What follows belongs to an exercise in optimizing a design on an open flow for small area and a short achievable clock period; a production flow would make more cautious choices. Function was checked by simulation only, so behaviour that the tests miss may differ from the original. The clock port is modelled as an ideal driver, which makes a skipped or thinned clock tree look cheaper than it is; a real chip needs a root buffer or a tree.

## the previous run
==> flow/design.v <==
module packet_sfifo_drop #(
  parameter int DATA_WIDTH   = 32,
  parameter int FIFO_DEPTH   = 64,
  parameter int AFULL_THRESH = FIFO_DEPTH - 8,
  localparam int CW          = $clog2(FIFO_DEPTH) + 1
) (
  input  logic                  clk,
  input  logic                  rst,
  input  logic                  wen,
  input  logic [DATA_WIDTH-1:0] wdata,
  input  logic                  wdrop,
  output logic                  afull,
  output logic                  full,
  output logic [CW-1:0]         wrcnt,
  input  logic                  ren,
  output logic [DATA_WIDTH-1:0] rdata,
  output logic                  empty,
  output logic [CW-1:0]         rdcnt,
  output logic [CW-1:0]         pkt_cnt,
  output logic                  overflow,
  output logic                  underflow,
  output logic                  drop
);
  localparam int AW = CW - 1;
  logic [DATA_WIDTH-1:0] r_mem [FIFO_DEPTH];
  logic [AW-1:0]         r_wptr, r_cptr;              
  logic [7:0]            r_wlo, r_whi;                
  logic [FIFO_DEPTH-1:0] r_rsel;                      
  logic [CW-1:0]         r_wrcnt, r_rdcnt, r_pkt_cnt;
  logic                  r_disc, r_full, r_afull, r_nempty;
  logic                  r_wok, r_wovf, r_wc0, r_wc1;    
  logic                  r_overflow, r_underflow, r_drop;
  logic [DATA_WIDTH-1:0] r_rdata;                     
  logic          w_eop, w_acc, w_commit, w_discard, w_ovf, w_rb, w_rd, w_rd_eop, w_hit;
  logic [CW-1:0] w_wrcnt_nxt, w_rdcnt_nxt, w_pkt_nxt;
  logic [AW-1:0] w_wptr_nxt;
  logic          w_full_nxt, w_afull_nxt, w_nempty_nxt, w_disc_nxt, w_wc0_nxt, w_wc1_nxt;
  assign wrcnt     = r_wrcnt;
  assign rdcnt     = r_rdcnt;
  assign full      = r_full;
  assign afull     = r_afull;
  assign pkt_cnt   = r_pkt_cnt;
  assign empty     = ~r_nempty;
  assign rdata     = r_rdata;
  assign overflow  = r_overflow;
  assign underflow = r_underflow;
  assign drop      = r_drop;
  assign w_eop     = wdata[DATA_WIDTH-1];
  assign w_acc     = wen & r_wok;
  assign w_commit  = w_acc & w_eop & ~wdrop;
  assign w_discard = w_acc & w_eop & wdrop;
  assign w_ovf     = wen & r_wovf;
  assign w_rb      = w_ovf | w_discard;
  assign w_rd      = ren & r_nempty;
  assign w_rd_eop  = w_rd & r_rdata[DATA_WIDTH-1];
  assign w_hit     = w_acc & (w_rd ? r_wc1 : r_wc0);
  assign w_disc_nxt = r_disc ? ~(wen & w_eop) : (w_ovf & ~w_eop);
  always_comb begin
    if (w_rb) begin
      w_wrcnt_nxt = w_rd ? r_rdcnt - CW'(1) : r_rdcnt;
      w_full_nxt  = ~w_rd & (r_rdcnt == CW'(FIFO_DEPTH));
      w_wc0_nxt   = w_rd ? (r_rdcnt == CW'(1)) : (r_rdcnt == '0);
      w_wc1_nxt   = w_rd ? (r_rdcnt == CW'(2)) : (r_rdcnt == CW'(1));
      w_afull_nxt = w_rd ? (r_rdcnt >= CW'(AFULL_THRESH + 1)) : (r_rdcnt >= CW'(AFULL_THRESH));
    end else if (w_acc & ~w_rd) begin
      w_wrcnt_nxt = r_wrcnt + CW'(1);
      w_full_nxt  = r_wrcnt == CW'(FIFO_DEPTH - 1);
      w_wc0_nxt   = 1'b0;
      w_wc1_nxt   = r_wc0;
      w_afull_nxt = r_wrcnt >= CW'(AFULL_THRESH - 1);
    end else if (~w_acc & w_rd) begin
      w_wrcnt_nxt = r_wrcnt - CW'(1);
      w_full_nxt  = 1'b0;
      w_wc0_nxt   = r_wc1;
      w_wc1_nxt   = r_wrcnt == CW'(2);
      w_afull_nxt = r_wrcnt >= CW'(AFULL_THRESH + 1);
    end else begin
      w_wrcnt_nxt = r_wrcnt;
      w_full_nxt  = r_full;
      w_wc0_nxt   = r_wc0;
      w_wc1_nxt   = r_wc1;
      w_afull_nxt = r_afull;
    end
    if (w_commit) w_rdcnt_nxt = w_rd ? r_wrcnt : r_wrcnt + CW'(1);
    else          w_rdcnt_nxt = w_rd ? r_rdcnt - CW'(1) : r_rdcnt;
    if (w_commit & ~w_rd_eop) begin
      w_pkt_nxt   = r_pkt_cnt + CW'(1);
      w_nempty_nxt = 1'b1;
    end else if (~w_commit & w_rd_eop) begin
      w_pkt_nxt   = r_pkt_cnt - CW'(1);
      w_nempty_nxt = r_pkt_cnt != CW'(1);
    end else begin
      w_pkt_nxt   = r_pkt_cnt;
      w_nempty_nxt = r_nempty;
    end
  end
  logic [DATA_WIDTH-1:0] w_rnext;
  always_comb begin
    w_rnext = '0;
    for (int i = 0; i < FIFO_DEPTH; i++)
      w_rnext = w_rnext | ({DATA_WIDTH{r_rsel[i]}} & r_mem[i]);
  end
  always_ff @(posedge clk)
    for (int i = 0; i < FIFO_DEPTH; i++)
      if (r_whi[i / 8] & r_wlo[i % 8]) r_mem[i] <= wdata;
  assign w_wptr_nxt = w_rb ? r_cptr : r_wptr + AW'(w_acc);
  always_ff @(posedge clk or posedge rst)
    if (rst)        r_rdata <= '0;
    else if (w_hit) r_rdata <= wdata;
    else if (w_rd)  r_rdata <= w_rnext;
  always_ff @(posedge clk or posedge rst)
    if (rst) begin
      r_wptr      <= '0;
      r_wlo       <= 8'b0000_0001;
      r_whi       <= 8'b0000_0001;
      r_cptr      <= '0;
      r_rsel      <= FIFO_DEPTH'(2);
      r_wrcnt     <= '0;
      r_rdcnt     <= '0;
      r_pkt_cnt   <= '0;
      r_disc      <= 1'b0;
      r_wok       <= 1'b1;
      r_wovf      <= 1'b0;
      r_wc0       <= 1'b1;
      r_wc1       <= 1'b0;
      r_full      <= 1'b0;
      r_afull     <= 1'b0;
      r_nempty    <= 1'b0;
      r_overflow  <= 1'b0;
      r_underflow <= 1'b0;
      r_drop      <= 1'b0;
    end else begin
      r_wptr      <= w_wptr_nxt;
      r_wlo       <= 8'b1 << w_wptr_nxt[2:0];
      r_whi       <= w_full_nxt ? 8'b0 : 8'b1 << w_wptr_nxt[5:3];
      r_cptr      <= w_commit ? r_wptr + AW'(1) : r_cptr;
      r_rsel      <= w_rd ? {r_rsel[FIFO_DEPTH-2:0], r_rsel[FIFO_DEPTH-1]} : r_rsel;
      r_wrcnt     <= w_wrcnt_nxt;
      r_rdcnt     <= w_rdcnt_nxt;
      r_pkt_cnt   <= w_pkt_nxt;
      r_disc      <= w_disc_nxt;
      r_wok       <= ~w_full_nxt & ~w_disc_nxt;
      r_wovf      <= w_full_nxt & ~w_disc_nxt;
      r_wc0       <= w_wc0_nxt;
      r_wc1       <= w_wc1_nxt;
      r_full      <= w_full_nxt;
      r_afull     <= w_afull_nxt;
      r_nempty    <= w_nempty_nxt;
      r_overflow  <= w_ovf;
      r_underflow <= ren & ~r_nempty;
      r_drop      <= w_rb;
    end
endmodule
==> flow/config.mk <==
export PLATFORM = sky130hd
export DESIGN_NAME = packet_sfifo_drop
export DESIGN_NICKNAME = packet_sfifo_drop
export VERILOG_FILES = /design/flow/design.v
export SDC_FILE = /design/flow/constraint.sdc
export NUM_CORES = 4
export LEC_CHECK = 0
export ABC_CLOCK_PERIOD_IN_PS = 2400
export CAP_MARGIN = 20
export CORE_MARGIN = 2
export CORE_UTILIZATION = 55
export SETUP_SLACK_MARGIN = 2.6
export SLEW_MARGIN = 20
==> flow/constraint.sdc <==
create_clock -name core_clock -period 5.0 [get_ports {clk}]
set_input_delay 1.0000 -clock core_clock [delete_from_list [all_inputs] [get_ports {clk}]]
set_output_delay 1.0000 -clock core_clock [all_outputs]
set_load 0.01 [all_outputs]
standard.sh (not shown) runs the stock make flow with config.mk's settings and CLKGATE_MAP_FILE= SYNTH_SCRIPT=/design/flow/synth_recipe.tcl, a recipe that flattens the netlist after the stock synthesis.
==> flow/flow/run.sh <==
#!/bin/bash
# The standard layout, with the clock tree built by flow/pre_cts.tcl instead of TritonCTS.
# make's output goes to flow_make.log; each ORFS step keeps its own log under orfs/logs/.
set -euo pipefail
here="$(pwd)"
export PRE_CTS_TCL="$here/flow/pre_cts.tcl"
bash standard.sh > "$here/flow_make.log" 2>&1
Other scripts of this flow, unchanged in this note and not shown: flow/flow/mytree.tcl, flow/flow/pre_cts.tcl
> inputs changed (the previous run -> the current run)
-- flow/design.v --
<<< the previous run, line 28
  logic [FIFO_DEPTH-1:0] r_rsel;                      
  logic [CW-1:0]         r_wrcnt, r_rdcnt, r_pkt_cnt;
  logic                  r_disc, r_full, r_afull, r_nempty;
  logic                  r_wok, r_wovf, r_wc0, r_wc1;    
>>> the current run, line 28
  logic [FIFO_DEPTH-1:0] r_rsel;                      
  logic [CW-1:0]         r_wrcnt, r_rdcnt, r_pkt_cnt;
  logic [CW-1:0]         r_pkt_inc, r_pkt_dec;        
  logic                  r_disc, r_full, r_afull, r_nempty;
  logic                  r_wok, r_wovf, r_wc0, r_wc1;    
<<< the previous run, line 33
  logic [DATA_WIDTH-1:0] r_rdata;                     
  logic          w_eop, w_acc, w_commit, w_discard, w_ovf, w_rb, w_rd, w_rd_eop, w_hit;
  logic [CW-1:0] w_wrcnt_nxt, w_rdcnt_nxt, w_pkt_nxt;
  logic [AW-1:0] w_wptr_nxt;
  logic          w_full_nxt, w_afull_nxt, w_nempty_nxt, w_disc_nxt, w_wc0_nxt, w_wc1_nxt;
>>> the current run, line 34
  logic [DATA_WIDTH-1:0] r_rdata;                     
  logic          w_eop, w_acc, w_commit, w_discard, w_ovf, w_rb, w_rd, w_rd_eop, w_hit;
  logic [CW-1:0] w_wrcnt_nxt, w_rdcnt_nxt, w_pkt_nxt, w_pkt_inc_nxt, w_pkt_dec_nxt;
  logic [AW-1:0] w_wptr_nxt;
  logic          w_full_nxt, w_afull_nxt, w_nempty_nxt, w_disc_nxt, w_wc0_nxt, w_wc1_nxt;
<<< the previous run, line 85
    else          w_rdcnt_nxt = w_rd ? r_rdcnt - CW'(1) : r_rdcnt;
    if (w_commit & ~w_rd_eop) begin
      w_pkt_nxt   = r_pkt_cnt + CW'(1);
      w_nempty_nxt = 1'b1;
    end else if (~w_commit & w_rd_eop) begin
      w_pkt_nxt   = r_pkt_cnt - CW'(1);
      w_nempty_nxt = r_pkt_cnt != CW'(1);
    end else begin
      w_pkt_nxt   = r_pkt_cnt;
      w_nempty_nxt = r_nempty;
    end
>>> the current run, line 86
    else          w_rdcnt_nxt = w_rd ? r_rdcnt - CW'(1) : r_rdcnt;
    if (w_commit & ~w_rd_eop) begin
      w_pkt_nxt     = r_pkt_inc;
      w_pkt_inc_nxt = r_pkt_inc + CW'(1);
      w_pkt_dec_nxt = r_pkt_cnt;
      w_nempty_nxt = 1'b1;
    end else if (~w_commit & w_rd_eop) begin
      w_pkt_nxt     = r_pkt_dec;
      w_pkt_inc_nxt = r_pkt_cnt;
      w_pkt_dec_nxt = r_pkt_dec - CW'(1);
      w_nempty_nxt = r_pkt_cnt != CW'(1);
    end else begin
      w_pkt_nxt     = r_pkt_cnt;
      w_pkt_inc_nxt = r_pkt_inc;
      w_pkt_dec_nxt = r_pkt_dec;
      w_nempty_nxt = r_nempty;
    end
<<< the previous run, line 119
      r_rdcnt     <= '0;
      r_pkt_cnt   <= '0;
      r_disc      <= 1'b0;
      r_wok       <= 1'b1;
>>> the current run, line 126
      r_rdcnt     <= '0;
      r_pkt_cnt   <= '0;
      r_pkt_inc   <= CW'(1);
      r_pkt_dec   <= '1;
      r_disc      <= 1'b0;
      r_wok       <= 1'b1;
<<< the previous run, line 139
      r_rdcnt     <= w_rdcnt_nxt;
      r_pkt_cnt   <= w_pkt_nxt;
      r_disc      <= w_disc_nxt;
      r_wok       <= ~w_full_nxt & ~w_disc_nxt;
>>> the current run, line 148
      r_rdcnt     <= w_rdcnt_nxt;
      r_pkt_cnt   <= w_pkt_nxt;
      r_pkt_inc   <= w_pkt_inc_nxt;
      r_pkt_dec   <= w_pkt_dec_nxt;
      r_disc      <= w_disc_nxt;
      r_wok       <= ~w_full_nxt & ~w_disc_nxt;
## What came out
All-layer global routing usage, the current run and the previous run: higher on the previous run. The current run vs the previous run: number of standard-cell rows in the floorplan up. The current run reports a higher number of logic inverters in the finished layout than the previous run does. In the current run the via-per-instance ratio turned out 0.65% lower than in the previous run. Clock skew: the current run > the previous run. Changes observed in the current run relative to the previous run: count of placed standard cells in the final layout, fillers left out has increased; routed wire length has decreased; share of cell area taken by flip-flops and latches has decreased. Post-synthesis net count went up slightly going from the previous run to the current run. Relative to the previous run, the current run degrades worst relative slew slack. Delta(worst hold margin, the current run - the previous run) < 0. The current run ended with more biggest cell delay along the critical path than the previous run. Least setup slack across all paths after layout in the current run is 16 ps lower than in the previous run. First-iteration DRC count delta (the current run − the previous run): unfavourable.
In every run of this note, the design's own scripts or RTL, not TritonCTS, make the clock network.

[afterwards: timing with drivers on the ports]
No port has a modelled driver above. Below, the same layouts with a new extraction and two added sets of constraints. Step 1 assumes that a clkbuf_16 drives the clock port and a buf_2 every other input. Step 2, shift: input delay + t, output delay - t, t = (earliest + latest rising clock arrival at the registers) / 2. This alone moves slack from input paths to output paths. Slacks: ideal / step 1 / step 2; pairs: ideal / step 1.
run | shift t [ns] | slack for setup (ns) | pins driven straight from the clock port
the previous run | 0.852 | 2.512 / 2.345 / 1.906 | 4
the current run | 0.859 | 2.497 / 2.384 / 2.011 | 4
After both steps every run listed still meets setup and hold. The setup slack of the previous run, which loses most, moves by -0.167 ns with the drivers and by -0.606 ns with both steps.
